Background: an optimization exercise with open tools, aiming at small area, a short achievable clock period and few clock cycles. Do not read the settings as production practice.
Function was checked by simulation only, so behaviour that the tests miss may differ from the original.
No activity file was given, so power comes from the tool's default toggle rates.

**flow/run.sh**
```bash
#!/bin/bash
# The standard layout (standard.sh) with three changes to how it is made:
#  - timing repair aims at 11 ns of setup slack, so the achieved period is short;
#  - ports are buffered with buf_1 instead of the default delay buffer;
#  - the clock tree uses clkbuf_8 and no dummy loads.
# Everything else, the synthesis included, is the standard flow. The make output goes to
# flow_make.log; ORFS's own per-step logs stay under orfs/logs.
set -euo pipefail
bash standard.sh \
  SETUP_SLACK_MARGIN=11 \
  "BUFFER_PORTS_ARGS=-buffer_cell sky130_fd_sc_hd__buf_1" \
  "CTS_ARGS=-sink_clustering_enable -repair_clock_nets -buf_list sky130_fd_sc_hd__clkbuf_8 -root_buf sky130_fd_sc_hd__clkbuf_8 -dont_use_dummy_load" \
  finish > flow_make.log 2>&1
```
**standard.sh**
```bash
#!/bin/bash
# synth_recipe.tcl (not shown) runs the flow's synth.tcl, then flattens the netlist and writes it again
# the make line also repeats each setting of config.mk as NAME=value (left out here)
make -C /OpenROAD-flow-scripts/flow DESIGN_CONFIG=/design/flow/config.mk WORK_HOME=/design/flow/orfs CLKGATE_MAP_FILE= SYNTH_SCRIPT=/design/flow/synth_recipe.tcl "${@:-finish}"
```
**config.mk**
```make
export PLATFORM = sky130hd
export DESIGN_NAME = vaddr_gen
export DESIGN_NICKNAME = vaddr_gen
export VERILOG_FILES = /design/flow/design.v
export SDC_FILE = /design/flow/constraint.sdc
export NUM_CORES = 4
export LEC_CHECK = 0
export CAP_MARGIN = 20
export CORE_MARGIN = 2
export CORE_UTILIZATION = 40
export SLEW_MARGIN = 20
```
**constraint.sdc**
```tcl
create_clock -name core_clock -period 15.0 [get_ports {clk_i}]
set_input_delay 3.0000 -clock core_clock [delete_from_list [all_inputs] [get_ports {clk_i}]]
set_output_delay 3.0000 -clock core_clock [all_outputs]
set_load 0.01 [all_outputs]
```
**design.v**
```verilog
`default_nettype none
package vaddr_pkg;
  localparam int unsigned AddrWidth = 32;
  typedef logic [AddrWidth-1:0] addr_t;
  localparam int unsigned VlWidth = 16;
  typedef logic [VlWidth-1:0] vlen_t;
  typedef logic signed [AddrWidth-1:0] stride_t;
  localparam int unsigned PageBits = 12;
  localparam int unsigned MaxBurstBeats = 256;
  typedef enum logic [1:0] {
    EW8  = 2'd0,
    EW16 = 2'd1,
    EW32 = 2'd2,
    EW64 = 2'd3
  } vew_e;
  typedef enum logic [1:0] {
    OP_VLE  = 2'd0,
    OP_VSE  = 2'd1,
    OP_VLSE = 2'd2,
    OP_VSSE = 2'd3
  } vop_e;
  typedef struct packed {
    addr_t   addr;
    vlen_t   len;
    stride_t stride;
    vew_e    vew;
    logic    is_load;
    logic    is_burst;
  } mem_req_t;
  typedef struct packed {
    addr_t      addr;
    logic [7:0] len;
    logic [2:0] size;
    logic       is_load;
  } lsu_req_t;
  localparam int unsigned MemReqBits = 2 * AddrWidth + VlWidth + 4;
  localparam int unsigned LsuReqBits = AddrWidth + 12;
endpackage
`default_nettype wire
`timescale 1ns/1ps
`default_nettype none
module vaddr_fifo #(
  parameter int unsigned Depth = 4,
  parameter int unsigned Width = 1
) (
  input  logic clk_i,
  input  logic rst_ni,
  input  logic push_i,
  input  logic [Width-1:0] data_i,
  output logic full_o,
  input  logic pop_i,
  output logic [Width-1:0] data_o,
  output logic empty_o
);
  localparam int unsigned PtrWidth = (Depth > 1) ? $clog2(Depth) : 1;
  localparam int unsigned CntWidth = $clog2(Depth + 1);
  logic [Width-1:0]    mem_q [Depth];
  logic [PtrWidth-1:0] wr_ptr_q;
  logic [PtrWidth-1:0] rd_ptr_q;
  logic [CntWidth-1:0] count_q;
  logic                do_push;
  logic                do_pop;
  function automatic logic [PtrWidth-1:0] ptr_inc(logic [PtrWidth-1:0] ptr);
    if (ptr == PtrWidth'(Depth - 1)) begin
      ptr_inc = '0;
    end else begin
      ptr_inc = ptr + PtrWidth'(1);
    end
  endfunction
  assign full_o  = (count_q == CntWidth'(Depth));
  assign empty_o = (count_q == '0);
  assign do_push = push_i && !full_o;
  assign do_pop  = pop_i && !empty_o;
  assign data_o = mem_q[rd_ptr_q];
  always_ff @(posedge clk_i or negedge rst_ni) begin
    if (!rst_ni) begin
      wr_ptr_q <= '0;
      rd_ptr_q <= '0;
      count_q  <= '0;
    end else begin
      if (do_push) begin
        wr_ptr_q <= ptr_inc(wr_ptr_q);
      end
      if (do_pop) begin
        rd_ptr_q <= ptr_inc(rd_ptr_q);
      end
      case ({do_push, do_pop})
        2'b10:   count_q <= count_q + CntWidth'(1);
        2'b01:   count_q <= count_q - CntWidth'(1);
        default: count_q <= count_q;
      endcase
    end
  end
  always_ff @(posedge clk_i) begin
    if (do_push) begin
      mem_q[wr_ptr_q] <= data_i;
    end
  end
endmodule
`default_nettype wire
module vaddr_add32 (
  input  logic [31:0] a,
  input  logic [31:0] b,
  output logic [31:0] s
);
  logic [31:0] p, g;
  logic [7:0]  bp, bg;    
  logic [7:0]  bc;        
  assign p = a ^ b;
  assign g = a & b;
  for (genvar k = 0; k < 8; k++) begin : g_blk
    assign bp[k] = &p[4*k +: 4];
    assign bg[k] = g[4*k+3] | (p[4*k+3] & (g[4*k+2] | (p[4*k+2] & (g[4*k+1] | (p[4*k+1] & g[4*k])))));
  end
  logic [7:0] G1, P1, G2, P2, G3;
  always_comb begin
    G1 = bg; P1 = bp;
    for (int k = 1; k < 8; k += 2) begin
      G1[k] = bg[k] | (bp[k] & bg[k-1]);
      P1[k] = bp[k] & bp[k-1];
    end
    G2 = G1; P2 = P1;
    for (int k = 3; k < 8; k += 4) begin
      G2[k] = G1[k] | (P1[k] & G1[k-2]);
      P2[k] = P1[k] & P1[k-2];
    end
    G3 = G2;
    G3[7] = G2[7] | (P2[7] & G2[3]);
    G3[5] = G2[5] | (P2[5] & G2[3]);
    G3[2] = G2[2] | (bp[2] & G2[1]);
    G3[4] = G2[4] | (bp[4] & G2[3]);
    G3[6] = G2[6] | (bp[6] & G3[5]);
  end
  assign bc = {G3[6:0], 1'b0};
  for (genvar k = 0; k < 8; k++) begin : g_rip
    logic [4:0] c;
    assign c[0] = bc[k];
    for (genvar i = 0; i < 4; i++) begin : g_bit
      assign c[i+1] = g[4*k+i] | (p[4*k+i] & c[i]);
      assign s[4*k+i] = p[4*k+i] ^ c[i];
    end
  end
endmodule
`timescale 1ns/1ps
`default_nettype none
module vaddr_req_decode (
  input  logic                clk_i,
  input  logic                rst_ni,
  input  logic                req_valid_i,
  output logic                req_ready_o,
  input  vaddr_pkg::vop_e     req_op_i,
  input  vaddr_pkg::addr_t    req_addr_i,
  input  vaddr_pkg::vlen_t    req_len_i,
  input  vaddr_pkg::stride_t  req_stride_i,
  input  vaddr_pkg::vew_e     req_vew_i,
  output logic                ack_o,
  output logic                ack_error_o,
  input  logic                queue_full_i,
  output logic                queue_push_o,
  output vaddr_pkg::mem_req_t queue_data_o
);
  logic                busy_q;
  vaddr_pkg::mem_req_t entry_q;
  logic                accept;
  assign req_ready_o = !busy_q;
  assign accept      = req_valid_i && req_ready_o;
  always_ff @(posedge clk_i or negedge rst_ni) begin
    if (!rst_ni) begin
      busy_q <= 1'b0;
    end else if (accept) begin
      busy_q <= 1'b1;
    end else if (ack_o) begin
      busy_q <= 1'b0;
    end
  end
  always_ff @(posedge clk_i) begin
    if (accept) begin
      entry_q.addr     <= req_addr_i;
      entry_q.len      <= req_len_i;
      entry_q.stride   <= req_stride_i;
      entry_q.vew      <= req_vew_i;
      entry_q.is_load  <= (req_op_i == vaddr_pkg::OP_VLE) ||
                          (req_op_i == vaddr_pkg::OP_VLSE);
      entry_q.is_burst <= (req_op_i == vaddr_pkg::OP_VLE) ||
                          (req_op_i == vaddr_pkg::OP_VSE);
    end
  end
  vaddr_pkg::addr_t align_mask;
  logic             misaligned;
  logic             zero_len;
  logic             reject;
  assign align_mask = (vaddr_pkg::addr_t'(1) << entry_q.vew) - vaddr_pkg::addr_t'(1);
  assign misaligned = |(entry_q.addr & align_mask);
  assign zero_len   = (entry_q.len == '0);
  assign reject = misaligned || zero_len;
  assign queue_push_o = busy_q && !reject && !queue_full_i;
  assign queue_data_o = entry_q;
  assign ack_o       = busy_q && (reject || !queue_full_i);
  assign ack_error_o = busy_q && misaligned;
endmodule
`default_nettype wire
`timescale 1ns/1ps
`default_nettype none
module vaddr_burst_split #(
  parameter int unsigned BusBytes = 8
) (
  input  logic                 clk_i,
  input  logic                 rst_ni,
  input  logic                 req_empty_i,
  input  vaddr_pkg::mem_req_t  req_data_i,
  output logic                 req_pop_o,
  output logic                 ar_valid_o,
  input  logic                 ar_ready_i,
  output vaddr_pkg::addr_t     ar_addr_o,
  output logic [7:0]           ar_len_o,
  output logic [2:0]           ar_size_o,
  output logic                 aw_valid_o,
  input  logic                 aw_ready_i,
  output vaddr_pkg::addr_t     aw_addr_o,
  output logic [7:0]           aw_len_o,
  output logic [2:0]           aw_size_o,
  input  logic                 lsu_full_i,
  input  logic                 lsu_empty_i,
  input  logic                 lsu_head_is_load_i,
  output logic                 lsu_push_o,
  output vaddr_pkg::lsu_req_t  lsu_data_o
);
  localparam int unsigned ByteOff = $clog2(BusBytes);
  localparam vaddr_pkg::addr_t BeatMask  = vaddr_pkg::addr_t'(BusBytes - 1);
  localparam vaddr_pkg::addr_t BurstSpan =
    vaddr_pkg::addr_t'(vaddr_pkg::MaxBurstBeats * BusBytes);
  typedef enum logic [1:0] {
    ST_IDLE,
    ST_BOUNDS,
    ST_REQ
  } state_e;
  state_e              state_q;
  vaddr_pkg::mem_req_t cur_q;
  vaddr_pkg::addr_t    aligned_start_q;
  vaddr_pkg::addr_t    aligned_end_q;
  vaddr_pkg::addr_t    next_start_q;
  vaddr_pkg::addr_t consumed_bytes;
  vaddr_pkg::addr_t consumed_elems;
  vaddr_pkg::addr_t next_addr;
  vaddr_pkg::vlen_t next_len;
  vaddr_pkg::addr_t bnd_addr;
  vaddr_pkg::vlen_t bnd_len;
  vaddr_pkg::addr_t bnd_bytes;
  vaddr_pkg::addr_t last_byte;
  vaddr_pkg::addr_t page_end;
  vaddr_pkg::addr_t burst_end;
  vaddr_pkg::addr_t end_sel;
  assign consumed_bytes = next_start_q - cur_q.addr;
  assign consumed_elems = consumed_bytes >> cur_q.vew;
  always_comb begin
    if (cur_q.is_burst) begin
      next_addr = next_start_q;
      if (consumed_elems >= vaddr_pkg::addr_t'(cur_q.len)) begin
        next_len = '0;
      end else begin
        next_len = cur_q.len - vaddr_pkg::vlen_t'(consumed_elems);
      end
    end else begin
      next_addr = cur_q.addr + vaddr_pkg::addr_t'(cur_q.stride);
      next_len  = cur_q.len - vaddr_pkg::vlen_t'(1);
    end
  end
  assign bnd_addr = (state_q == ST_REQ) ? next_addr : cur_q.addr;
  assign bnd_len  = (state_q == ST_REQ) ? next_len : cur_q.len;
  assign bnd_bytes = vaddr_pkg::addr_t'(bnd_len) << cur_q.vew;
  assign last_byte = bnd_addr + bnd_bytes - vaddr_pkg::addr_t'(1);
  assign page_end  = {bnd_addr[vaddr_pkg::AddrWidth-1:vaddr_pkg::PageBits],
                      {vaddr_pkg::PageBits{1'b1}}};
  assign burst_end = (bnd_addr & ~BeatMask) + BurstSpan - vaddr_pkg::addr_t'(1);
  always_comb begin
    end_sel = last_byte;
    if (page_end < end_sel) begin
      end_sel = page_end;
    end
    if (burst_end < end_sel) begin
      end_sel = burst_end;
    end
  end
  logic             dir_ok;
  logic             ax_valid;
  logic             ax_ready;
  logic             xfer;
  vaddr_pkg::addr_t beat_span;
  logic [7:0]       ax_len;
  logic [2:0]       ax_size;
  assign dir_ok   = lsu_empty_i || (lsu_head_is_load_i == cur_q.is_load);
  assign ax_valid = (state_q == ST_REQ) && dir_ok && !lsu_full_i;
  assign ax_ready = cur_q.is_load ? ar_ready_i : aw_ready_i;
  assign xfer     = ax_valid && ax_ready;
  assign beat_span = (aligned_end_q - aligned_start_q) >> ByteOff;
  assign ax_len    = cur_q.is_burst ? beat_span[7:0] : 8'd0;
  assign ax_size   = cur_q.is_burst ? 3'(ByteOff) : {1'b0, cur_q.vew};
  assign ar_valid_o = ax_valid && cur_q.is_load;
  assign ar_addr_o  = cur_q.addr;
  assign ar_len_o   = ax_len;
  assign ar_size_o  = ax_size;
  assign aw_valid_o = ax_valid && !cur_q.is_load;
  assign aw_addr_o  = cur_q.addr;
  assign aw_len_o   = ax_len;
  assign aw_size_o  = ax_size;
  assign lsu_push_o         = xfer;
  assign lsu_data_o.addr    = cur_q.addr;
  assign lsu_data_o.len     = ax_len;
  assign lsu_data_o.size    = ax_size;
  assign lsu_data_o.is_load = cur_q.is_load;
  assign req_pop_o = (state_q == ST_IDLE) && !req_empty_i;
  always_ff @(posedge clk_i or negedge rst_ni) begin
    if (!rst_ni) begin
      state_q <= ST_IDLE;
    end else begin
      case (state_q)
        ST_IDLE:   if (req_pop_o) state_q <= ST_BOUNDS;
        ST_BOUNDS: state_q <= ST_REQ;
        ST_REQ:    if (xfer && (next_len == '0)) state_q <= ST_IDLE;
        default:   state_q <= ST_IDLE;
      endcase
    end
  end
  always_ff @(posedge clk_i) begin
    if (req_pop_o) begin
      cur_q <= req_data_i;
    end else if (xfer) begin
      cur_q.addr <= next_addr;
      cur_q.len  <= next_len;
    end
    if ((state_q == ST_BOUNDS) || xfer) begin
      aligned_start_q <= bnd_addr & ~BeatMask;
      aligned_end_q   <= end_sel & ~BeatMask;
      next_start_q    <= (end_sel & ~BeatMask) + vaddr_pkg::addr_t'(BusBytes);
    end
  end
endmodule
`default_nettype wire
`timescale 1ns/1ps
`default_nettype none
module vaddr_gen #(
  parameter int unsigned BusBytes = 8
) (
  input  logic               clk_i,
  input  logic               rst_ni,
  input  logic               req_valid_i,
  output logic               req_ready_o,
  input  vaddr_pkg::vop_e    req_op_i,
  input  vaddr_pkg::addr_t   req_addr_i,
  input  vaddr_pkg::vlen_t   req_len_i,
  input  vaddr_pkg::stride_t req_stride_i,
  input  vaddr_pkg::vew_e    req_vew_i,
  output logic               ack_o,
  output logic               ack_error_o,
  output logic               ar_valid_o,
  input  logic               ar_ready_i,
  output vaddr_pkg::addr_t   ar_addr_o,
  output logic [7:0]         ar_len_o,
  output logic [2:0]         ar_size_o,
  output logic               aw_valid_o,
  input  logic               aw_ready_i,
  output vaddr_pkg::addr_t   aw_addr_o,
  output logic [7:0]         aw_len_o,
  output logic [2:0]         aw_size_o,
  output logic               lsu_valid_o,
  input  logic               lsu_ready_i,
  output vaddr_pkg::addr_t   lsu_addr_o,
  output logic [7:0]         lsu_len_o,
  output logic [2:0]         lsu_size_o,
  output logic               lsu_is_load_o
);
  logic             w_valid_q;
  vaddr_pkg::addr_t w_a_q;
  logic [15:0]      w_r_q;
  vaddr_pkg::addr_t w_stride_q;
  logic [1:0]       w_vew_q;
  logic             w_load_q;
  logic             w_burst_q;
  logic take;
  logic in_misal;
  logic in_good;
  logic ready_q;
  assign req_ready_o = ready_q;
  assign take        = req_valid_i && !w_valid_q;
  assign in_misal = |(req_addr_i[2:0] & ((3'd1 << req_vew_i) - 3'd1));
  assign in_good  = !in_misal && (req_len_i != '0);
  logic ack_q;
  logic ack_err_q;
  always_ff @(posedge clk_i or negedge rst_ni) begin
    if (!rst_ni) begin
      ack_q <= 1'b0;
    end else begin
      ack_q <= take;
    end
  end
  always_ff @(posedge clk_i) begin
    ack_err_q <= in_misal;
  end
  assign ack_o       = ack_q;
  assign ack_error_o = ack_err_q;
  logic [11:0] room_bytes;
  logic [11:0] room_elems;
  logic [15:0] step;
  logic [10:0] tail_span;
  logic [7:0]  lim;
  logic        w_last;
  logic [7:0]  len_b;
  vaddr_pkg::addr_t stride_sum;
  vaddr_add32 u_add (.a(w_a_q), .b(w_stride_q), .s(stride_sum));
  assign room_bytes = w_a_q[11] ? (~w_a_q[11:0] + 12'd1) : (12'h800 - {9'd0, w_a_q[2:0]});
  assign room_elems = room_bytes >> w_vew_q;
  assign step       = w_burst_q ? {4'd0, room_elems} : 16'd1;
  assign w_last     = (w_r_q <= step);
  assign lim       = w_a_q[11] ? ~w_a_q[10:3] : 8'hFF;
  assign tail_span = (w_r_q[10:0] << w_vew_q) + {8'd0, w_a_q[2:0]} - 11'd1;
  assign len_b     = w_last ? tail_span[10:3] : lim;
  logic             o_valid_q;
  logic             o_done_q;    
  vaddr_pkg::addr_t o_a_q;
  logic [7:0]       o_len_q;
  logic [1:0]       o_size_q;
  logic             o_load_q;
  logic             l_valid_q;
  vaddr_pkg::addr_t l_a_q;
  logic [7:0]       l_len_q;
  logic [1:0]       l_size_q;
  logic             l_load_q;
  logic ar_valid_q;
  logic aw_valid_q;
  logic dir_ok;
  logic ax_valid;
  logic hs;
  logic l_take;
  logic l_push;
  logic o_free;
  assign dir_ok   = !l_valid_q || (l_load_q == o_load_q);
  assign ax_valid = o_valid_q && !o_done_q && dir_ok;
  assign hs       = (ar_valid_q && ar_ready_i) || (aw_valid_q && aw_ready_i);
  assign l_take   = !l_valid_q || lsu_ready_i;
  assign l_push   = o_valid_q && (o_done_q || hs) && l_take;
  assign o_free   = !o_valid_q || l_push;
  logic w_valid_n;
  logic o_valid_n;
  logic o_done_n;
  logic o_load_n;
  logic l_valid_n;
  logic l_load_n;
  logic dir_ld_n;
  logic dir_st_n;
  assign w_valid_n = !w_valid_q ? (take && in_good) : !(o_free && w_last);
  assign o_valid_n = o_free ? w_valid_q : o_valid_q;
  assign o_done_n  = !o_free && (o_done_q || hs);
  assign o_load_n  = o_free ? w_load_q : o_load_q;
  assign l_valid_n = l_take ? l_push : l_valid_q;
  assign l_load_n  = l_push ? o_load_q : l_load_q;
  assign dir_ld_n  = !l_valid_n || l_load_n;
  assign dir_st_n  = !l_valid_n || !l_load_n;
  assign ar_valid_o = ar_valid_q;
  assign ar_addr_o  = o_a_q;
  assign ar_len_o   = o_len_q;
  assign ar_size_o  = {1'b0, o_size_q};
  assign aw_valid_o = aw_valid_q;
  assign aw_addr_o  = o_a_q;
  assign aw_len_o   = o_len_q;
  assign aw_size_o  = {1'b0, o_size_q};
  assign lsu_valid_o   = l_valid_q;
  assign lsu_addr_o    = l_a_q;
  assign lsu_len_o     = l_len_q;
  assign lsu_size_o    = {1'b0, l_size_q};
  assign lsu_is_load_o = l_load_q;
  always_ff @(posedge clk_i or negedge rst_ni) begin
    if (!rst_ni) begin
      w_valid_q  <= 1'b0;
      o_valid_q  <= 1'b0;
      o_done_q   <= 1'b0;
      l_valid_q  <= 1'b0;
      ar_valid_q <= 1'b0;
      aw_valid_q <= 1'b0;
    end else begin
      w_valid_q  <= w_valid_n;
      o_valid_q  <= o_valid_n;
      o_done_q   <= o_done_n;
      l_valid_q  <= l_valid_n;
      ar_valid_q <= o_valid_n && !o_done_n && o_load_n && dir_ld_n;
      aw_valid_q <= o_valid_n && !o_done_n && !o_load_n && dir_st_n;
    end
  end
  always_ff @(posedge clk_i or negedge rst_ni) begin
    if (!rst_ni) begin
      ready_q <= 1'b1;
    end else begin
      ready_q <= !w_valid_n;
    end
  end
  always_ff @(posedge clk_i) begin
    if (!w_valid_q) begin
      w_a_q      <= req_addr_i;
      w_r_q      <= req_len_i;
      w_stride_q <= req_stride_i;
      w_vew_q    <= req_vew_i;
      w_load_q   <= !req_op_i[0];
      w_burst_q  <= !req_op_i[1];
    end else if (o_free) begin
      w_r_q <= w_r_q - step;
      if (w_burst_q) begin
        w_a_q <= w_a_q[11] ? {w_a_q[31:12] + 20'd1, 12'd0}
                           : {w_a_q[31:12], 1'b1, w_a_q[10:3], 3'd0};
      end else begin
        w_a_q <= stride_sum;
      end
    end
    if (o_free) begin
      o_a_q    <= w_a_q;
      o_len_q  <= w_burst_q ? len_b : 8'd0;
      o_size_q <= w_burst_q ? 2'd3 : w_vew_q;
      o_load_q <= w_load_q;
    end
    if (l_push) begin
      l_a_q    <= o_a_q;
      l_len_q  <= o_len_q;
      l_size_q <= o_size_q;
      l_load_q <= o_load_q;
    end
  end
endmodule
`default_nettype wire
```
==> results of run 1 <==
flip-flops by register name, indices dropped and copies added, names as in the netlist:
signal / flops
w_a_q: 32
o_size_q: 2
ready_q: 1
o_done_q: 1
w_valid_q: 1
l_len_q: 8
o_load_q: 1
ack_q: 1
w_r_q: 16
l_load_q: 1
l_valid_q: 1
l_size_q: 2
aw_valid_q: 1
o_valid_q: 1
w_vew_q: 2
o_len_q: 8
l_a_q: 32
w_burst_q: 1
ar_valid_q: 1
w_load_q: 1
o_a_q: 32
ack_err_q: 1
w_stride_q: 32
cells by family after synthesis:
logic type,after synthesis
buffers and inverters,122
adder cells (fa/ha/maj),75
AND/OR/NAND/NOR,208
other,1
multiplexers,23
XOR/XNOR,43
AO/OA/AOI/OAI,198
flip-flops,179
stage by stage:
stage | instances | hold slack (ps) | instance area [um2]
5_1_grt | 1423 | 479 | 12400
3_5_place_dp | 1332 | 463 | 10900
4_1_cts | 1391 | 474 | 11600
6_report | 1424 | 465 | 12400
3_3_place_gp | 1332 | 462 | 10900
2_1_floorplan | 851 | 466 | 10100
Yosys cell counts, drive strengths merged (4+ instances only):
cell type,count
mux2,14
nor2,51
buf,54
fa,25
a211oi,11
o21ai,40
o21bai,4
a31o,6
a221o,7
nand3,23
nor4,7
edfxtp,168
and4,4
xor2,22
a21oi,52
nand2b,4
nand2,55
a22oi,12
inv,49
a31oi,10
xnor2,21
clkbuf,17
a21o,11
or3,7
nand4,11
and2,4
o21a,7
mux2i,9
nor3,11
o2bb2ai,9
and3,9
nor2b,12
dfrtp,7
ha,50
power by group:
part,internal (mW),switching (mW),total [mW]
clock,0.100,0.157,0.257
combinational,0.796,0.960,1.76
sequential,0.871,0.185,1.06
worst paths after layout:
kind | start | to | slack [ps]
min reg2reg | o_size_q[0] | l_size_q[0] | 460
min | o_size_q[0] | l_size_q[0] | 460
min in group asynchronous | rst_ni | l_valid_q | 2550
max in group asynchronous | rst_ni | w_valid_q | 11980
max reg2reg | w_a_q[5] | w_a_q[27] | 11050
max | ready_q | req_ready_o | 10870
layout make-up:
type,count,share of cell area
multi-input cells,555,0.370
clock buffers,17,0.0189
repair inverters,3,0.00182
repair buffers,294,0.133
well taps,324,0.0327
inverters,51,0.0157
diodes,1,0.000202
flip-flops and latches,179,0.428
routing by layer:
layer / global-route usage / routed length, um / vias to the layer above
met5: 0 / 0 / -
met4: 0.0547 / 377 / 0
met3: 0.0328 / 1830 / 24
met2: 0.298 / 12300 / 311
met1: 0.300 / 12800 / 3724
li1: - / - / 3609
repair_timing:
action	in CTS	in global routing
pin swaps	15	38
endpoints found under the setup margin	224	212
resized for setup	35	191
gates cloned	4	5
setup buffers	38	27
==> metrics.csv, run 1 <==
stage,metric,value,unit
global_route,antenna_found_initial,1,
power,finalPower,3.07,mW
detailed_routing,drt-total-wl,27300,um
timing,worst_slew_pin_slew,791,ps
worst_setup_path,crit_path_cell_trace,buf_6,
layout,layout_common_cells,"edfxtp_1, buf_1, clkbuf_2",
clocking,clock_sinks,179,
clocking,h-tree-depth,4,
logic_synthesis,async_flop_share,0.0447,
floorplanning,die_x,162,um
clocking,insertion_delay,470,ps
timing,timing.final.crit_share,0.275,
worst_setup_path,crit_path_max_fanout,1,
logic_synthesis,ys_top_cells_by_area,"edfxtp_1, ha_1, fa_1",
placement,dp_slack,9660,ps
timing,fin_skew,40.3,ps
logic_synthesis,yosysWarnings,2,
min_path,worst_hold_path_type,reg2reg,
flow_run,maxCapViolCount,0,
layout,drive_gt1_frac,0.283,
global_route,grt_pass1_wl,40000,um
detailed_routing,dr_total_vias,7668,
logic_synthesis,synth_top_area_share,0.502,
logic_synthesis,synth_area,10000,um2
power,leakagePower,4.76,nW
clocking,cts_buffers,17,
layout,nets,1266,
timing,period_minus_slack,4130,ps
layout,fill_cells,2228,
worst_setup_path,critPathCaptureType,output pin,
worst_setup_path,crit_family,flip-flops,
worst_setup_path,arrival,1130,ps
detailed_routing,drt-vias-per-instance,5.38,
logic_synthesis,synth-simple-area-share,0.102,
floorplanning,core_area,24500,um2
worst_setup_path,cpMaxStageDelayCell,dfstp_2,
logic_synthesis,ys_seq_elements,179,
logic_synthesis,synth_top_family_by_area,compound AO/OA/AOI/OAI gates,
floorplanning,start_util,0.410,
min_path,holdPathStages,0,
logic_synthesis,synth_area_leader_cell,edfxtp_1,
detailed_routing,postRouteAntennaNets,0,
timing,max_clock_freq,242,MHz
layout,final_common_cell,edfxtp_1,
clocking,clk_transition_reported_paths,90,ps
timing,setup_violations,0,
timing,finalMaxSlewViolations,0,
logic_synthesis,synth_compound_area_frac,0.132,
global_route,grt_pass1_vias,7100,
logic_synthesis,synth_xor_area_frac,0.0375,
clocking,cts_root_buf,clkbuf_8,
timing,max-slew-margin-rel,0.473,
clocking,ctsHoldBuffers,0,
layout,multiInputGateArea,4590,um2
floorplanning,pin_count,226,
placement,port_buffers,222,
logic_synthesis,synthMuxAreaShare,0.0247,
worst_setup_path,critPathMaxStageDelay,580,ps
worst_setup_path,critical_path_depth,1,
detailed_routing,first_pass_iters,7,
timing,final_hold_viol_count,0,
timing,worst_slack,10870,ps
worst_setup_path,cp_num_buf_inv,1,
worst_setup_path,rr_worst_depth,13,
worst_setup_path,required,12000,ps
logic_synthesis,synth_ff_type,edfxtp_1,
detailed_routing,remaining_drc_errors,0,
logic_synthesis,synthAdderAreaFrac,0.112,
power,peakVddDrop,102,uV
logic_synthesis,synth_edf_count,168,
global_route,grt_max_degree,50,
detailed_routing,avgRoutedWirePerCell,19.2,um
logic_synthesis,synth_cells,849,
floorplanning,die-area,26400,um2
logic_synthesis,syn_area_per_cell,11.8,um2
worst_setup_path,critPathLaunchType,flop,
layout,syn2layout_area_growth,23.5,%
placement,gp_congestion,0.881,
worst_setup_path,critPathKind,reg2out,
detailed_routing,drtIter0Drc,586,
clocking,cts.path.max_buffers,2,
timing,tns,0,ps
layout,seqCellArea,5310,um2
status,status,"complete, no violations",
logic_synthesis,yosysSeqAreaShare,0.529,
logic_synthesis,synth_cell_types,68,
power,powerDensity,248,nW/um2
floorplanning,row_count,57,
clocking,cts_tree,built,
global_route,grt_usage,0.199,
timing,rsz0062_at_grt,yes,
global_route,grt_overflow,0,
layout,final_util,0.507,
placement,dp_hpwl,18500,um
floorplanning,die_y,162,um
Testbench counts, summed over its fixed seeds: cycles 2,065.
==> run 2: changes to the inputs <==
--- a/flow/run.sh
+++ b/flow/run.sh
@@ -2,3 +2,3 @@
 # The standard layout (standard.sh) with three changes to how it is made:
-#  - timing repair aims at 11 ns of setup slack, so the achieved period is short;
+#  - timing repair aims at 10 ns of setup slack, so the achieved period is short;
 #  - ports are buffered with buf_1 instead of the default delay buffer;
@@ -9,3 +9,3 @@
 bash standard.sh \
-  SETUP_SLACK_MARGIN=11 \
+  SETUP_SLACK_MARGIN=10 \
   "BUFFER_PORTS_ARGS=-buffer_cell sky130_fd_sc_hd__buf_1" \
==> metrics.csv, run 2 <==
stage,metric,value,unit
worst_setup_path,required,15370,ps
placement,gp_congestion,0.868,
logic_synthesis,yosysMostFrequentCell,edfxtp_1,
timing,fin_hold_ws,468,ps
logic_synthesis,synth_area_leader_cell,edfxtp_1,
timing,worst_slew_pin_slew,992,ps
logic_synthesis,synth_top_cells_by_count,"edfxtp_1, nand2_1, a21oi_1, nor2_1, ha_1",
logic_synthesis,synth_compound_area_frac,0.132,
timing,timing.final.crit_share,0.321,
layout,drive_gt1_frac,0.0596,
logic_synthesis,yosysSeqAreaShare,0.529,
logic_synthesis,synth_ff_type,edfxtp_1,
timing,tns,0,ps
flow_run,maxCapViolCount,0,
logic_synthesis,ys_seq_elements,179,
logic_synthesis,synth_top_area_share,0.502,
detailed_routing,dr_total_vias,7130,
min_path,min_to,l_a_q[11],
global_route,antenna_found_initial,0,
global_route,grt_max_degree,71,
timing,max_clock_freq,208,MHz
logic_synthesis,synthMuxAreaShare,0.0247,
layout,final_common_cell,buf_1,
timing,period_minus_slack,4820,ps
placement,port_buffers,222,
power,peakVddDrop,84.7,uV
worst_setup_path,critPathLaunchType,primary input,
global_route,grt_overflow,0,
clocking,cts_root_buf,clkbuf_8,
clocking,clk_transition_reported_paths,70,ps
layout,antennaDiodeCount,0,
logic_synthesis,synth_cells,849,
worst_setup_path,rr_startpoint,w_a_q[5],
min_path,hold_path_startpoint,o_a_q[11],
clocking,cts.path.max_buffers,2,
power,leakagePower,3.99,nW
logic_synthesis,synthAdderAreaFrac,0.112,
timing,setup_violations,0,
worst_setup_path,critPathMaxStageDelay,830,ps
detailed_routing,drt-vias-per-instance,5.29,
worst_setup_path,crit_path_cell_trace,buf_1 -> a221o_1 -> nand2_2 -> nor2_4 -> nor2b_4 -> clkinvlp_4 -> a31o_2,
layout,fill_cells,2299,
min_path,worst_hold_path_type,reg2reg,
worst_setup_path,arrival,5190,ps
worst_setup_path,crit_path_max_fanout,46,
timing,rsz0062_at_grt,yes,
logic_synthesis,synth-simple-area-share,0.102,
logic_synthesis,synth_xor_area_frac,0.0375,
clocking,cts_buffers,17,
detailed_routing,drtIter0Drc,505,
timing,final_hold_viol_count,0,
floorplanning,core_area,24500,um2
detailed_routing,avgRoutedWirePerCell,18.1,um
layout,layout_common_cells,"buf_1, edfxtp_1, nand2_1",
logic_synthesis,ys_top_cells_by_area,"edfxtp_1, ha_1, fa_1",
clocking,h-tree-depth,4,
global_route,grt_pass1_vias,6481,
min_path,holdPathStages,0,
placement,place_area,10900,um2
worst_setup_path,startpoint,ar_ready_i,
clocking,cts_tree,built,
logic_synthesis,yosysWarnings,2,
timing,fin_skew,42.2,ps
power,powerDensity,238,nW/um2
layout,design_area,11200,um2
logic_synthesis,synth_cell_types,68,
worst_setup_path,cpMaxStageDelayCell,clkinvlp_4,
layout,stdcell_count,1348,
global_route,grt_pass1_wl,37100,um
worst_setup_path,r2r_setup_slack,10370,ps
detailed_routing,remaining_drc_errors,0,
global_route,grt_usage,0.185,
placement,dp_cells,1331,
worst_setup_path,critPathCaptureType,flop,
timing,max-slew-margin-rel,0.337,
floorplanning,pin_count,226,
worst_setup_path,rr_endpoint,o_len_q[6],
worst_setup_path,critPathKind,in2reg,
worst_setup_path,rr_worst_depth,11,
floorplanning,start_util,0.410,
floorplanning,die-area,26400,um2
clocking,post_cts_buffers,0,
floorplanning,row_count,57,
logic_synthesis,syn_area_per_cell,11.8,um2
detailed_routing,first_pass_iters,5,
logic_synthesis,synth_top_family_by_area,compound AO/OA/AOI/OAI gates,
status,status,"complete, no violations",
clocking,insertion_delay,480,ps
logic_synthesis,synth_area,10000,um2
floorplanning,die_y,162,um
detailed_routing,drt-total-wl,24400,um
clocking,clock_sinks,179,
layout,syn2layout_area_growth,11.2,%
placement,dp_hpwl,18400,um
detailed_routing,postRouteAntennaNets,0,
logic_synthesis,synth_edf_count,168,
logic_synthesis,async_flop_share,0.0447,
layout,nets,1191,
timing,finalMaxSlewViolations,0,
floorplanning,die_x,162,um
-- run 2: critical path: cells and delay by family --
kind | cells | cell delay (ps)
AOI/OAI and AO/OA | 2 | 870
and+or+nand+nor | 3 | 400
buffers and inverters | 2 | 900
-- run 2: routing by layer --
| layer | routed length [um] | GRT usage | share of wire |
|---|---|---|---|
| met1 | 11800 | 0.281 | 0.48 |
| met2 | 10900 | 0.275 | 0.45 |
| met3 | 1470 | 0.0321 | 0.060 |
| met4 | 221 | 0.0471 | 0.0091 |
| met5 | 0 | 0 | 0 |
-- run 2: how the worst max path moves through the flow --
stage                endpoint  slack, ps  cells after the start
floorplan           w_a_q[10]       9990                      5
global placement      ready_q       9730                      7
detailed placement    ready_q       9690                      7
CTS                   ready_q      10160                      7
global route          ready_q      10000                      7
finish                ready_q      10180                      7
-- run 2: area by class of cell --
cell class,count,area (um2),share of cell area
Timing Repair Buffer,227,871,0.0780
Multi-Input combinational cell,550,4150,0.372
Clock buffer,17,234,0.0210
Sequential cell,179,5310,0.475
Tap cell,324,405,0.0363
Inverter,51,195,0.0175
-- run 2: kinds of logic (layout without fill, tap and decap cells) --
family                   count (synthesis)  count (layout)
AO/OA/AOI/OAI                          198             198
multiplexers                            23              23
other                                    1               3
AND/OR/NAND/NOR                        208             208
adder cells (fa/ha/maj)                 75              75
buffers and inverters                  122             295
XOR/XNOR                                43              43
flip-flops                             179             179
-- run 2: repair_timing --
action,4_1_cts,5_1_grt
resized for setup,0,1
setup endpoints to repair,0,2
hold buffers,0,0
-- run 2: through the flow --
| stage | setup WS, ps | power (mW) | utilization |
|---|---|---|---|
| 2_1_floorplan | 9990 | 2.06 | - |
| 3_3_place_gp | 9730 | 2.38 | 0.447 |
| 3_5_place_dp | 9690 | 2.41 | 0.447 |
| 4_1_cts | 10160 | 2.67 | 0.456 |
| 5_1_grt | 10000 | 2.89 | 0.456 |
| 6_report | 10180 | 2.65 | 0.456 |
-- run 2: power breakdown --
group	switching [mW]	internal (mW)
sequential	0.198	0.876
combinational	0.787	0.540
clock	0.153	0.100
==> run 3: changes to the inputs <==
--- a/flow/run.sh
+++ b/flow/run.sh
@@ -2,3 +2,3 @@
 # The standard layout (standard.sh) with three changes to how it is made:
-#  - timing repair aims at 10 ns of setup slack, so the achieved period is short;
+#  - timing repair aims at 10.5 ns of setup slack, so the achieved period is short;
 #  - ports are buffered with buf_1 instead of the default delay buffer;
@@ -9,3 +9,3 @@
 bash standard.sh \
-  SETUP_SLACK_MARGIN=10 \
+  SETUP_SLACK_MARGIN=10.5 \
   "BUFFER_PORTS_ARGS=-buffer_cell sky130_fd_sc_hd__buf_1" \
--- a/config.mk
+++ b/config.mk
@@ -9,3 +9,3 @@
 export CORE_MARGIN = 2
-export CORE_UTILIZATION = 40
+export CORE_UTILIZATION = 30
 export SLEW_MARGIN = 20
==> metrics.csv, run 3 <==
stage,metric,value,unit
status,status,"complete, no violations",
logic_synthesis,ys_top_cells_by_area,"edfxtp_1, ha_1, fa_1",
worst_setup_path,rr_startpoint,w_a_q[0],
power,leakagePower,4.04,nW
worst_setup_path,arrival,4840,ps
timing,max_clock_freq,222,MHz
detailed_routing,postRouteAntennaNets,0,
timing,rsz0062_at_grt,yes,
detailed_routing,remaining_drc_errors,0,
global_route,grt_pass1_wl,40300,um
worst_setup_path,critPathCapture,ar_valid_q,
placement,gp_congestion,0.841,
timing,tns,0,ps
worst_setup_path,critPathCaptureType,flop,
timing,finalMaxSlewViolations,0,
clocking,clk_transition_reported_paths,100,ps
clocking,cts_root_buf,clkbuf_8,
logic_synthesis,synth_cell_types,68,
global_route,grt_usage,0.151,
timing,final_hold_viol_count,0,
logic_synthesis,yosysSeqAreaShare,0.529,
timing,worst_slew_pin_slew,992,ps
layout,layout_common_cells,"buf_1, edfxtp_1, nand2_1",
logic_synthesis,synth_top_family_by_area,compound AO/OA/AOI/OAI gates,
logic_synthesis,synth_edf_count,168,
logic_synthesis,synth_xor_area_frac,0.0375,
clocking,cts_tree,built,
layout,drive_gt1_frac,0.0754,
logic_synthesis,synth-simple-area-share,0.102,
logic_synthesis,synth_top_cells_by_count,"edfxtp_1, nand2_1, a21oi_1, nor2_1, ha_1",
global_route,antenna_found_initial,7,
global_route,grt_pass1_vias,6881,
detailed_routing,drt-total-wl,26500,um
global_route,grt_overflow,0,
power,peakVddDrop,73.7,uV
logic_synthesis,async_flop_share,0.0447,
floorplanning,pin_count,226,
placement,dp_slack,9620,ps
logic_synthesis,synth_top_area_share,0.502,
logic_synthesis,synthAdderAreaFrac,0.112,
timing,max-slew-margin-rel,0.336,
clocking,h-tree-depth,4,
floorplanning,die_x,187,um
clocking,cts_buffers,17,
power,finalPower,2.69,mW
flow_run,maxCapViolCount,0,
power,powerDensity,235,nW/um2
timing,worst_slack,10500,ps
logic_synthesis,syn_area_per_cell,11.8,um2
detailed_routing,drtIter0Drc,477,
floorplanning,row_count,66,
clocking,cts.path.max_buffers,2,
worst_setup_path,r2r_setup_slack,10700,ps
layout,final_common_cell,buf_1,
worst_setup_path,critPathKind,in2reg,
detailed_routing,first_pass_iters,5,
worst_setup_path,startpoint,ar_ready_i,
floorplanning,core_area,32800,um2
logic_synthesis,yosysWarnings,2,
worst_setup_path,rr_endpoint,w_a_q[11],
logic_synthesis,synth_cells,849,
worst_setup_path,critPathLaunchType,primary input,
layout,syn2layout_area_growth,13.8,%
logic_synthesis,yosysMostFrequentCell,edfxtp_1,
worst_setup_path,crit_path_max_fanout,23,
logic_synthesis,ys_seq_elements,179,
logic_synthesis,synth_area,10000,um2
timing,fin_skew,35.4,ps
floorplanning,die-area,34900,um2
detailed_routing,dr_total_vias,7161,
logic_synthesis,synth_compound_area_frac,0.132,
worst_setup_path,required,15340,ps
timing,timing.final.crit_share,0.300,
floorplanning,start_util,0.306,
timing,period_minus_slack,4500,ps
logic_synthesis,synth_ff_type,edfxtp_1,
detailed_routing,avgRoutedWirePerCell,17.9,um
logic_synthesis,synth_area_leader_cell,edfxtp_1,
layout,fill_cells,3354,
worst_setup_path,rr_worst_depth,15,
global_route,grt_max_degree,49,
clocking,insertion_delay,480,ps
logic_synthesis,synthMuxAreaShare,0.0247,
min_path,worst_hold_path_type,reg2reg,
layout,nets,1201,
detailed_routing,drt-vias-per-instance,4.84,
timing,setup_violations,0,
placement,port_buffers,222,
floorplanning,die_y,187,um
clocking,clock_sinks,179,
placement,dp_hpwl,19800,um
==> run 3: logic make-up after synthesis <==
| logic type | after synthesis |
|---|---|
| AND/OR/NAND/NOR | 208 |
| AO/OA/AOI/OAI | 198 |
| flip-flops | 179 |
| buffers and inverters | 122 |
| adder cells (fa/ha/maj) | 75 |
| XOR/XNOR | 43 |
| multiplexers | 23 |
| other | 1 |
==> run 3: cell type report <==
class	instances	area, um2	area share
sequential	179	5310	0.465
timing repair inverter	2	12.5	0.00110
clock buffer	17	234	0.0205
multi-input combinational	550	4180	0.366
antenna	3	7.51	0.000657
timing repair buffer	235	931	0.0815
tap	442	553	0.0484
inverter	51	195	0.0171
==> run 3: per-stage QoR <==
stage,hold WS [ps],instance area [um2],cells,util
floorplan,466,10100,851,-
global placement,474,11100,1450,0.338
detailed placement,473,11100,1450,0.338
CTS,476,11300,1468,0.345
global route,483,11400,1477,0.348
finish,468,11400,1479,0.348
==> run 3: worst min path at each step <==
| stage | from | to | depth (start not counted) |
|---|---|---|---|
| floorplan | w_a_q[1] | o_a_q[1] | 0 |
| global placement | o_a_q[24] | l_a_q[24] | 0 |
| detailed placement | o_a_q[24] | l_a_q[24] | 0 |
| CTS | o_a_q[21] | l_a_q[21] | 0 |
| global route | o_a_q[21] | l_a_q[21] | 0 |
| finish | o_a_q[21] | l_a_q[21] | 0 |
==> run 3: routing by layer <==
layer,GRT usage,share of wire,wire [um],vias to the layer above
li1,-,-,-,3467
met3,0.0336,0.050,1320,33
met5,0,0.0020,54,-
met2,0.228,0.45,11900,206
met1,0.213,0.48,12700,3447
met4,0.0501,0.018,476,8
==> run 3: worst max-delay path: stages <==
cell,delay [ps]
buf_1,70
a221o_1,320
nand2_2,130
nor2_4,60
nor2b_4,300
clkinvlp_4,620
nand3_2,260
a211oi_2,80
==> run 3: report_power, final <==
part | internal (mW) | switching, mW | total [mW]
logic | 0.552 | 0.811 | 1.36
registers | 0.875 | 0.192 | 1.07
clock network | 0.100 | 0.158 | 0.259
==> run 3: repair_timing <==
action / CTS / global route
setup endpoints to repair: 49 / 60
gates resized for setup: 2 / 10
hold buffers: 0 / 0
gates cloned: 1 / 1
pin swaps: 0 / 1
buffers inserted: 0 / 7
==> run 4: changes to the inputs <==
--- a/config.mk
+++ b/config.mk
@@ -9,3 +9,3 @@
 export CORE_MARGIN = 2
-export CORE_UTILIZATION = 30
+export CORE_UTILIZATION = 60
 export SLEW_MARGIN = 20
==> metrics.csv, run 4 <==
stage,metric,value,unit
min_path,worst_hold_path_type,reg2reg,
worst_setup_path,critPathCaptureType,flop,
layout,stdcell_count,1258,
detailed_routing,drt-total-wl,24400,um
layout,antennaDiodeCount,0,
timing,finalMaxSlewViolations,0,
layout,design_area,11200,um2
flow_run,maxCapViolCount,0,
logic_synthesis,ys_top_cells_by_area,"edfxtp_1, ha_1, fa_1",
floorplanning,die-area,17800,um2
layout,syn2layout_area_growth,11.9,%
placement,place_area,10800,um2
clocking,ctsHoldBuffers,0,
clocking,insertion_delay,470,ps
logic_synthesis,synth_ff_type,edfxtp_1,
timing,max_clock_freq,227,MHz
placement,port_buffers,222,
logic_synthesis,synth_edf_count,168,
placement,dp_cells,1225,
global_route,antenna_found_initial,0,
power,powerDensity,244,nW/um2
layout,nets,1205,
timing,period_minus_slack,4400,ps
logic_synthesis,synth_area_leader_cell,edfxtp_1,
placement,dp_hpwl,17800,um
clocking,clk_transition_reported_paths,60,ps
floorplanning,core_area,16500,um2
global_route,grt_overflow,0,
clocking,cts_tree,built,
timing,timing.final.crit_share,0.293,
timing,max-slew-margin-rel,0.417,
worst_setup_path,critPathLaunchType,primary input,
worst_setup_path,arrival,4510,ps
detailed_routing,postRouteAntennaNets,0,
timing,fin_skew,30.5,ps
timing,tns,0,ps
floorplanning,die_y,133,um
logic_synthesis,async_flop_share,0.0447,
logic_synthesis,yosysSeqAreaShare,0.529,
floorplanning,die_x,133,um
logic_synthesis,synth_top_cells_by_count,"edfxtp_1, nand2_1, a21oi_1, nor2_1, ha_1",
timing,final_hold_viol_count,0,
timing,rsz0062_at_grt,yes,
logic_synthesis,synth_top_area_share,0.502,
clocking,h-tree-depth,4,
layout,final_util,0.682,
detailed_routing,avgRoutedWirePerCell,19.4,um
logic_synthesis,synth_area,10000,um2
power,leakagePower,4.06,nW
logic_synthesis,ys_seq_elements,179,
layout,layout_common_cells,"buf_1, edfxtp_1, nand2_1",
worst_setup_path,crit_path_max_fanout,44,
logic_synthesis,syn_area_per_cell,11.8,um2
worst_setup_path,critPathKind,in2reg,
worst_setup_path,required,15110,ps
logic_synthesis,synth_cell_types,68,
floorplanning,row_count,47,
power,finalPower,2.75,mW
logic_synthesis,synth_cells,849,
layout,drive_gt1_frac,0.0790,
floorplanning,pin_count,226,
power,peakVddDrop,127,uV
detailed_routing,drt-vias-per-instance,5.94,
placement,gp_congestion,0.910,
detailed_routing,drtIter0Drc,607,
detailed_routing,dr_total_vias,7468,
global_route,grt_usage,0.274,
global_route,grt_pass1_wl,37500,um
clocking,cts_root_buf,clkbuf_8,
detailed_routing,remaining_drc_errors,0,
layout,final_common_cell,buf_1,
detailed_routing,first_pass_iters,7,
timing,setup_violations,0,
status,status,"complete, no violations",
floorplanning,start_util,0.610,
clocking,clock_sinks,179,
timing,worst_slew_pin_slew,874,ps
logic_synthesis,yosysMostFrequentCell,edfxtp_1,
clocking,cts.path.max_buffers,2,
global_route,grt_max_degree,71,
clocking,cts_buffers,17,
global_route,grt_pass1_vias,7084,
logic_synthesis,yosysWarnings,2,
[run 4: cell counts after synthesis]
Identical to the previous run, type by type.
[run 4: what timing repair did]
item                                    CTS  global route
gates resized for setup                  10             6
cloned                                    4             0
buffers inserted                          7             5
endpoints found under the setup margin  105            29
endpoints found under the hold margin     0             0
pin swaps                                 1             1
[run 4: metrics by stage]
| step | worst slack (ps) | hold slack (ps) |
|---|---|---|
| after floorplan | 9990 | 466 |
| after global placement | 9450 | 460 |
| after detailed placement | 9340 | 461 |
| after CTS | 10540 | 481 |
| after global routing | 10450 | 481 |
| final | 10600 | 477 |
[run 4: worst paths after layout]
kind / start / end / slack [ps] / cells after the start
min in group asynchronous: rst_ni / o_done_q / 2440 / 1
worst min-delay path: o_len_q[6] / l_len_q[6] / 480 / 0
worst max-delay path: ar_ready_i / w_r_q[1] / 10600 / 9
max in group asynchronous: rst_ni / ready_q / 12190 / 1
worst max register to register: w_a_q[0] / w_a_q[11] / 10630 / 15
worst min register to register: o_len_q[6] / l_len_q[6] / 480 / 0
[run 4: final cells by class]
type,count,area [um2]
timing repair inverter,3,22.5
sequential,179,5310
inverter,51,195
timing repair buffer,237,987
multi-input combinational,551,4210
clock buffer,17,234
tap,220,275
fill,1249,5240
[run 4: cell families (layout without fill, tap and decap cells)]
| family | Yosys count | in the layout | share of synthesized area |
|---|---|---|---|
| adders and majority gates | 75 | 75 | 0.112 |
| other | 1 | 3 | 0.000374 |
| DFF | 179 | 179 | 0.529 |
| AOI/OAI and AO/OA | 198 | 199 | 0.132 |
| buffers and inverters | 122 | 308 | 0.0632 |
| muxes | 23 | 23 | 0.0247 |
| xor gates and xnor gates | 43 | 43 | 0.0375 |
| and+or+nand+nor | 208 | 208 | 0.102 |
[run 4: power breakdown]
group / internal, mW / switching [mW]
clock network: 0.100 / 0.148
registers: 0.872 / 0.195
logic: 0.582 / 0.848
total: 1.55 / 1.19
[run 4: worst max-delay path, cell delays in order]
cell     delay [ps]
buf_1            70
a221o_1         320
nand2_2         130
nor2_4           40
buf_6           220
nor2b_4         220
buf_12          160
buf_4           130
nand2_4         190
[run 4: per-layer routing]
metal	vias to the layer above	part of all wire	global-route usage
met5	-	0	0
met4	0	0.014	0.0733
met3	32	0.082	0.0525
met2	406	0.47	0.427
met1	3559	0.43	0.401
li1	3471	-	-
==> run 5: changes to the inputs <==
--- a/config.mk
+++ b/config.mk
@@ -9,3 +9,4 @@
 export CORE_MARGIN = 2
-export CORE_UTILIZATION = 60
+export CORE_UTILIZATION = 40
+export GPL_TIMING_DRIVEN = 0
 export SLEW_MARGIN = 20
==> metrics.csv, run 5 <==
stage,metric,value,unit
timing,max-slew-margin-rel,0.305,
worst_setup_path,required,15400,ps
global_route,grt_pass1_wl,39400,um
timing,period_minus_slack,4630,ps
logic_synthesis,synth_edf_count,168,
placement,dp_hpwl,20100,um
layout,final_util,0.479,
logic_synthesis,synth_area_leader_cell,edfxtp_1,
layout,fill_cells,2291,
min_path,holdPathStages,0,
layout,drive_gt1_frac,0.111,
clocking,cts_buffers,17,
power,peakVddDrop,112,uV
logic_synthesis,synth_area,10000,um2
layout,antennaDiodeCount,0,
logic_synthesis,synth_ff_type,edfxtp_1,
logic_synthesis,yosysMostFrequentCell,edfxtp_1,
clocking,h-tree-depth,4,
global_route,grt_overflow,0,
layout,multiInputGateArea,4190,um2
global_route,grt_pass1_vias,6978,
floorplanning,die_x,162,um
timing,setup_violations,0,
global_route,grt_max_degree,46,
floorplanning,start_util,0.410,
status,status,"complete, no violations",
timing,timing.final.crit_share,0.309,
logic_synthesis,ys_top_cells_by_area,"edfxtp_1, ha_1, fa_1",
worst_setup_path,critPathLaunchType,primary input,
logic_synthesis,synth_top_cells_by_count,"edfxtp_1, nand2_1, a21oi_1, nor2_1, ha_1",
detailed_routing,first_pass_iters,5,
placement,port_buffers,222,
detailed_routing,remaining_drc_errors,0,
clocking,cts_tree,built,
layout,syn2layout_area_growth,16.8,%
logic_synthesis,yosysWarnings,2,
detailed_routing,postRouteAntennaNets,0,
logic_synthesis,async_flop_share,0.0447,
layout,seqCellArea,5310,um2
clocking,cts_root_buf,clkbuf_8,
timing,fin_hold_ws,464,ps
logic_synthesis,synth_cells,849,
logic_synthesis,yosysSeqAreaShare,0.529,
detailed_routing,dr_total_vias,7523,
placement,dp_slack,9520,ps
timing,max_clock_freq,216,MHz
placement,gp_congestion,0.923,
detailed_routing,avgRoutedWirePerCell,18.6,um
layout,final_common_cell,buf_1,
global_route,antenna_found_initial,0,
timing,worst_slew_pin_slew,1040,ps
worst_setup_path,arrival,5030,ps
power,finalPower,2.79,mW
detailed_routing,drt-total-wl,26400,um
detailed_routing,drtIter0Drc,494,
worst_setup_path,critPathKind,in2reg,
layout,nets,1267,
layout,layout_common_cells,"buf_1, edfxtp_1, nand2_1",
logic_synthesis,syn_area_per_cell,11.8,um2
floorplanning,die_y,162,um
worst_setup_path,crit_path_max_fanout,23,
timing,rsz0062_at_grt,yes,
global_route,grt_usage,0.198,
floorplanning,core_area,24500,um2
timing,final_hold_viol_count,0,
min_path,worst_hold_path_type,reg2reg,
timing,worst_slack,10370,ps
floorplanning,die-area,26400,um2
clocking,cts.path.max_buffers,2,
detailed_routing,drt-vias-per-instance,5.28,
worst_setup_path,rr_worst_depth,13,
floorplanning,row_count,57,
timing,tns,0,ps
power,powerDensity,238,nW/um2
worst_setup_path,critPathCaptureType,flop,
clocking,clk_transition_reported_paths,100,ps
flow_run,maxCapViolCount,0,
timing,finalMaxSlewViolations,0,
clocking,clock_sinks,179,
logic_synthesis,synth_cell_types,68,
logic_synthesis,synth_top_area_share,0.502,
power,leakagePower,4.30,nW
logic_synthesis,ys_seq_elements,179,
floorplanning,pin_count,226,
timing,fin_skew,41.6,ps
clocking,insertion_delay,480,ps
## run 5: cell types whose count changed in the layout (fill, tap and decap cells not counted), sizes merged
cell,previous run,this run
clkinvlp,4,2
inv,49,48
o21ai,41,40
clkbuf,17,34
clkinv,1,2
buf,237,285
## run 5: logic make-up (layout without fill, tap and decap cells)
| logic type | Yosys count | count (layout) | synth area share |
|---|---|---|---|
| DFF | 179 | 179 | 0.529 |
| and+or+nand+nor | 208 | 208 | 0.102 |
| xor gates and xnor gates | 43 | 43 | 0.0375 |
| muxes | 23 | 23 | 0.0247 |
| adders and majority gates | 75 | 75 | 0.112 |
| buffers and inverters | 122 | 371 | 0.0632 |
| AOI/OAI and AO/OA | 198 | 198 | 0.132 |
| other | 1 | 3 | 0.000374 |
## run 5: power breakdown
group | internal [mW] | switching, mW
clock | 0.100 | 0.159
sequential | 0.874 | 0.178
combinational | 0.627 | 0.854
## run 5: worst paths after layout
kind	start	to	slack, ps
max in group asynchronous	rst_ni	w_valid_q	11980
hold / removal	o_a_q[5]	l_a_q[5]	460
hold reg to reg	o_a_q[5]	l_a_q[5]	460
setup reg to reg	w_a_q[5]	w_r_q[13]	10590
min in group asynchronous	rst_ni	ack_q	2550
setup / recovery	ar_ready_i	ready_q	10370
## run 5: timing repair
action / CTS / global route
buffers inserted: 3 / 4
hold buffers: 0 / 0
gates cloned: 1 / 0
resized for setup: 3 / 8
endpoints found under the setup margin: 72 / 86
pin swaps: 0 / 2
## run 5: layer usage
metal,vias to the layer above,GRT usage,part of all wire,routed length [um]
met3,25,0.0308,0.054,1430
li1,3595,-,-,-
met5,-,0,0,0
met2,256,0.303,0.45,11900
met1,3647,0.294,0.48,12700
met4,0,0.0555,0.015,401
## run 5: metrics by stage
step	cells	area, um2
floorplan	851	10100
global placement	1397	11300
detailed placement	1399	11400
CTS	1420	11700
global route	1424	11700
finish	1424	11700
## run 5: layout make-up
type | count | area share
flip-flops and latches | 179 | 0.452
multi-input cells | 550 | 0.357
repair buffers | 231 | 0.0802
plain buffers | 71 | 0.0381
well taps | 324 | 0.0346
clock buffers | 17 | 0.0199
inverters | 51 | 0.0166
repair inverters | 1 | 0.000640
## run 5: critical path, stage by stage
cell	delay, ps
buf_1	70
a221o_1	330
nand2_2	130
nor2_4	90
nor2b_4	320
clkinvlp_4	610
a31o_2	470
==> run 6: changes to the inputs <==
--- a/config.mk
+++ b/config.mk
@@ -10,3 +10,2 @@
 export CORE_UTILIZATION = 40
-export GPL_TIMING_DRIVEN = 0
 export SLEW_MARGIN = 20
==> metrics.csv, run 6 <==
stage,metric,value,unit
logic_synthesis,syn_area_per_cell,11.8,um2
worst_setup_path,required,15360,ps
min_path,worst_hold_path_type,reg2reg,
logic_synthesis,synth_cells,849,
global_route,antenna_found_initial,1,
layout,fill_cells,2323,
clocking,insertion_delay,470,ps
clocking,clk_transition_reported_paths,80,ps
power,peakVddDrop,90.8,uV
global_route,grt_pass1_vias,6681,
layout,nets,1195,
detailed_routing,remaining_drc_errors,0,
clocking,cts_root_buf,clkbuf_8,
logic_synthesis,synth_cell_types,68,
timing,fin_hold_ws,465,ps
logic_synthesis,async_flop_share,0.0447,
global_route,grt_overflow,0,
floorplanning,row_count,57,
floorplanning,start_util,0.410,
worst_setup_path,critPathCaptureType,flop,
layout,drive_gt1_frac,0.0700,
clocking,cts_tree,built,
logic_synthesis,yosysWarnings,2,
logic_synthesis,synth_area_leader_cell,edfxtp_1,
clocking,h-tree-depth,4,
timing,finalMaxSlewViolations,0,
timing,tns,0,ps
timing,period_minus_slack,4480,ps
clocking,cts_buffers,17,
detailed_routing,first_pass_iters,5,
flow_run,maxCapViolCount,0,
timing,worst_slew_pin_slew,996,ps
logic_synthesis,ys_top_cells_by_area,"edfxtp_1, ha_1, fa_1",
placement,place_area,10900,um2
layout,final_common_cell,buf_1,
logic_synthesis,synth_top_area_share,0.502,
layout,syn2layout_area_growth,11.8,%
floorplanning,die_x,162,um
placement,gp_congestion,0.868,
worst_setup_path,critPathLaunchType,primary input,
clocking,clock_sinks,179,
global_route,grt_pass1_wl,37500,um
worst_setup_path,crit_path_max_fanout,23,
placement,port_buffers,222,
timing,max_clock_freq,223,MHz
floorplanning,die_y,162,um
status,status,"complete, no violations",
clocking,ctsHoldBuffers,0,
timing,timing.final.crit_share,0.299,
timing,final_hold_viol_count,0,
logic_synthesis,synth_ff_type,edfxtp_1,
logic_synthesis,synth_top_cells_by_count,"edfxtp_1, nand2_1, a21oi_1, nor2_1, ha_1",
floorplanning,core_area,24500,um2
timing,rsz0062_at_grt,yes,
logic_synthesis,synth_edf_count,168,
power,leakagePower,4.01,nW
global_route,grt_max_degree,52,
floorplanning,pin_count,226,
power,finalPower,2.67,mW
detailed_routing,dr_total_vias,7173,
power,powerDensity,238,nW/um2
detailed_routing,drtIter0Drc,427,
logic_synthesis,ys_seq_elements,179,
timing,setup_violations,0,
timing,worst_slack,10520,ps
worst_setup_path,critPathKind,in2reg,
layout,design_area,11200,um2
placement,dp_slack,9680,ps
timing,max-slew-margin-rel,0.334,
placement,dp_hpwl,18400,um
detailed_routing,avgRoutedWirePerCell,18.2,um
worst_setup_path,arrival,4840,ps
timing,fin_skew,48.8,ps
layout,layout_common_cells,"buf_1, edfxtp_1, nand2_1",
detailed_routing,drt-vias-per-instance,5.30,
detailed_routing,postRouteAntennaNets,0,
logic_synthesis,yosysSeqAreaShare,0.529,
logic_synthesis,synth_area,10000,um2
global_route,grt_usage,0.187,
clocking,cts.path.max_buffers,2,
floorplanning,die-area,26400,um2
detailed_routing,drt-total-wl,24700,um
logic_synthesis,yosysMostFrequentCell,edfxtp_1,
[run 6: cell types whose count changed in the layout (fill, tap and decap cells not counted), moves of 3 or more]
cell / before / now
clkbuf_1: 16 / 0
buf_2: 6 / 0
buf_4: 52 / 8
buf_1: 225 / 222
[run 6: stage by stage]
stage               std cells  utilization
floorplan                 851            -
global placement         1332        0.447
detailed placement       1332        0.447
CTS                      1350        0.457
global route             1353        0.459
finish                   1353        0.459
[run 6: logic make-up (layout without fill, tap and decap cells)]
group           after synthesis  in the layout  share of synthesized area
mux                          23             23                     0.0247
flops                       179            179                      0.529
simple gates                208            208                      0.102
other cells                   1              4                   0.000374
buf+inv                     122            299                     0.0632
fa+ha+maj                    75             75                      0.112
xor+xnor                     43             43                     0.0375
compound gates              198            198                      0.132
[run 6: worst max-delay path: stages]
cell and delay [ps]:
buf_1 70, a221o_1 320, nand2_2 120, nor2_4 50
nor2b_4 290, clkinvlp_4 550, a31o_2 420
[run 6: layout make-up]
class / count / area (um2) / area share
antenna: 1 / 2.50 / 0.000223
clock buffer: 17 / 234 / 0.0209
inverter: 51 / 195 / 0.0174
multi-input combinational: 550 / 4180 / 0.372
sequential: 179 / 5310 / 0.473
tap: 324 / 405 / 0.0361
timing repair buffer: 230 / 893 / 0.0796
timing repair inverter: 1 / 7.51 / 0.000669
[run 6: path summary, 6_finish.rpt]
check	from	endpoint	slack [ps]	depth (start not counted)
setup reg to reg	w_a_q[0]	w_a_q[11]	10590	15
max in group asynchronous	rst_ni	w_valid_q	12010	1
setup / recovery	ar_ready_i	ready_q	10520	7
min in group asynchronous	rst_ni	ack_q	2540	1
hold / removal	o_a_q[7]	l_a_q[7]	470	0
hold reg to reg	o_a_q[7]	l_a_q[7]	470	0
[run 6: power by group]
part	internal (mW)	total (mW)	switching [mW]	leakage (nW)
clock	0.101	0.257	0.156	0.122
combinational	0.547	1.35	0.800	2.19
sequential	0.874	1.07	0.197	1.70
total	1.52	2.67	1.15	4.01
[run 6: what timing repair did]
item	4_1_cts	5_1_grt
buffers inserted	0	2
endpoints found under the setup margin	56	53
cloned	1	0
gates resized for setup	3	10
endpoints found under the hold margin	0	0
[run 6: layer usage]
metal | share of wire | GRT usage | routed length (um) | vias to the layer above
met5 | 0 | 0 | 0 | -
met4 | 0.017 | 0.0495 | 409 | 0
met3 | 0.056 | 0.0303 | 1390 | 22
met2 | 0.44 | 0.278 | 10800 | 252
met1 | 0.49 | 0.285 | 12000 | 3447
li1 | - | - | - | 3452
==> run 7: changes to the inputs <==
--- a/config.mk
+++ b/config.mk
@@ -10,2 +10,3 @@
 export CORE_UTILIZATION = 40
+export PLACE_DENSITY = 0.7
 export SLEW_MARGIN = 20
==> metrics.csv, run 7 <==
stage,metric,value,unit
clocking,cts_buffers,17,
timing,worst_slew_pin_slew,956,ps
floorplanning,die_x,162,um
placement,dp_hpwl,18300,um
flow_run,maxCapViolCount,0,
logic_synthesis,ys_top_cells_by_area,"edfxtp_1, ha_1, fa_1",
timing,timing.final.crit_share,0.298,
status,status,"complete, no violations",
detailed_routing,first_pass_iters,7,
placement,gp_congestion,0.879,
clocking,h-tree-depth,4,
logic_synthesis,ys_seq_elements,179,
layout,nets,1195,
worst_setup_path,critPathCaptureType,flop,
timing,max_clock_freq,224,MHz
floorplanning,start_util,0.410,
layout,layout_common_cells,"buf_1, edfxtp_1, nand2_1",
global_route,grt_overflow,0,
logic_synthesis,yosysSeqAreaShare,0.529,
layout,design_area,11200,um2
detailed_routing,avgRoutedWirePerCell,18.1,um
clocking,insertion_delay,480,ps
power,peakVddDrop,95.7,uV
logic_synthesis,synth_cells,849,
floorplanning,die_y,162,um
layout,syn2layout_area_growth,11.7,%
logic_synthesis,async_flop_share,0.0447,
worst_setup_path,required,15040,ps
global_route,grt_pass1_wl,37000,um
power,powerDensity,238,nW/um2
logic_synthesis,synth_area_leader_cell,edfxtp_1,
detailed_routing,remaining_drc_errors,0,
min_path,worst_hold_path_type,reg2reg,
timing,setup_violations,0,
logic_synthesis,synth_area,10000,um2
detailed_routing,postRouteAntennaNets,0,
clocking,cts_root_buf,clkbuf_8,
clocking,clock_sinks,179,
logic_synthesis,synth_ff_type,edfxtp_1,
logic_synthesis,syn_area_per_cell,11.8,um2
power,leakagePower,4.00,nW
worst_setup_path,crit_path_max_fanout,11,
placement,dp_cells,1331,
global_route,grt_max_degree,50,
placement,port_buffers,222,
detailed_routing,drt-total-wl,24400,um
timing,max-slew-margin-rel,0.360,
layout,final_common_cell,buf_1,
detailed_routing,dr_total_vias,7236,
logic_synthesis,yosysWarnings,2,
timing,rsz0062_at_grt,yes,
timing,fin_skew,37.9,ps
worst_setup_path,arrival,4510,ps
timing,finalMaxSlewViolations,0,
global_route,grt_pass1_vias,6746,
clocking,ctsHoldBuffers,0,
layout,drive_gt1_frac,0.0681,
floorplanning,core_area,24500,um2
global_route,antenna_found_initial,2,
layout,stdcell_count,1353,
timing,final_hold_viol_count,0,
logic_synthesis,synth_top_cells_by_count,"edfxtp_1, nand2_1, a21oi_1, nor2_1, ha_1",
placement,place_area,10900,um2
logic_synthesis,yosysMostFrequentCell,edfxtp_1,
timing,period_minus_slack,4470,ps
worst_setup_path,critPathKind,in2reg,
layout,fill_cells,2254,
clocking,cts_tree,built,
detailed_routing,drtIter0Drc,490,
floorplanning,die-area,26400,um2
logic_synthesis,synth_cell_types,68,
clocking,clk_transition_reported_paths,80,ps
clocking,cts.path.max_buffers,2,
floorplanning,row_count,57,
global_route,grt_usage,0.183,
logic_synthesis,synth_edf_count,168,
worst_setup_path,critPathLaunchType,primary input,
logic_synthesis,synth_top_area_share,0.502,
detailed_routing,drt-vias-per-instance,5.35,
floorplanning,pin_count,226,
timing,tns,0,ps
## run 7: metrics by stage
step	hold slack, ps	util	total power, mW	setup WS [ps]
4_1_cts	476	0.456	2.66	10500
3_3_place_gp	469	0.447	2.36	9720
3_5_place_dp	470	0.447	2.40	9670
5_1_grt	487	0.458	2.89	10440
6_report	475	0.458	2.67	10530
2_1_floorplan	466	-	2.06	9990
## run 7: final cells by class
cell class / count / area [um2] / area share
inverter: 51 / 195 / 0.0174
antenna: 1 / 2.50 / 0.000223
multi-input combinational: 550 / 4170 / 0.372
clock buffer: 17 / 234 / 0.0209
sequential: 179 / 5310 / 0.473
timing repair buffer: 229 / 886 / 0.0790
tap: 324 / 405 / 0.0362
timing repair inverter: 2 / 12.5 / 0.00112
## run 7: worst paths after layout
kind	startpoint	cells after the start	endpoint	slack [ps]
min reg2reg	o_a_q[23]	0	l_a_q[23]	470
min	o_a_q[23]	0	l_a_q[23]	470
max in group asynchronous	rst_ni	1	w_valid_q	12110
max reg2reg	w_a_q[5]	12	o_len_q[6]	10650
min in group asynchronous	rst_ni	1	aw_valid_q	2480
max	ar_ready_i	6	o_a_q[9]	10530
## run 7: critical path, cell delays in order
cell,delay (ps)
buf_1,70
a221o_1,320
nand2_2,130
nor2_4,60
nor2b_4,330
clkinvlp_2,590
## run 7: cells by family (layout without fill, tap and decap cells)
kind of cell | count (synthesis) | count (layout) | share of synthesized area
buffers and inverters | 122 | 299 | 0.0632
AO/OA/AOI/OAI | 198 | 198 | 0.132
multiplexers | 23 | 23 | 0.0247
XOR/XNOR | 43 | 43 | 0.0375
adder cells (fa/ha/maj) | 75 | 75 | 0.112
other | 1 | 4 | 0.000374
AND/OR/NAND/NOR | 208 | 208 | 0.102
flip-flops | 179 | 179 | 0.529
## run 7: timing repair
action / 4_1_cts / 5_1_grt
setup buffers: 0 / 2
setup endpoints to repair: 47 / 38
gates cloned: 1 / 1
pin swaps: 0 / 0
resized for setup: 2 / 7
## run 7: per-layer routing
metal	up-vias	global-route usage	wire, um
met3	31	0.0385	1640
met5	-	0	12
met2	295	0.278	11100
li1	3458	-	-
met1	3450	0.261	11200
met4	2	0.0652	473
## run 7: where the power goes
part           switching, mW  internal (mW)  total [mW]
logic                  0.802          0.544        1.35
clock network          0.159          0.100       0.260
registers              0.191          0.874        1.07

[separate check: timing with driven ports]
How much do the figures lean on ideal ports? The routed layouts below were timed once more, with nothing changed but the port constraints.
Step 1 assumes that a clkbuf_16 drives the clock port and a buf_2 every other input.
Step 2 also shifts input and output timing later by t, the mid clock arrival at the registers, as if the neighbouring blocks saw the same clock.
Slacks: ideal ports / drivers / drivers and shift; pairs: ideal ports / drivers.
run	t, ns	slack for setup (ns)	worst data-port slew with drivers (ns)
run 1	0.494	10.870 / 10.827 / 10.427	0.07
run 2	0.496	10.182 / 10.201 / 9.705	0.06
run 3	0.506	10.496 / 10.516 / 10.010	0.08
run 4	0.491	10.604 / 10.623 / 10.132	0.07
run 5	0.504	10.371 / 10.392 / 9.889	0.09
run 6	0.489	10.522 / 10.543 / 10.054	0.07
run 7	0.500	10.529 / 10.547 / 10.047	0.06
After both steps setup and hold are still met in every run listed. The setup slack of run 3, which loses most, moves by +0.020 ns with the drivers and by -0.486 ns with both steps.
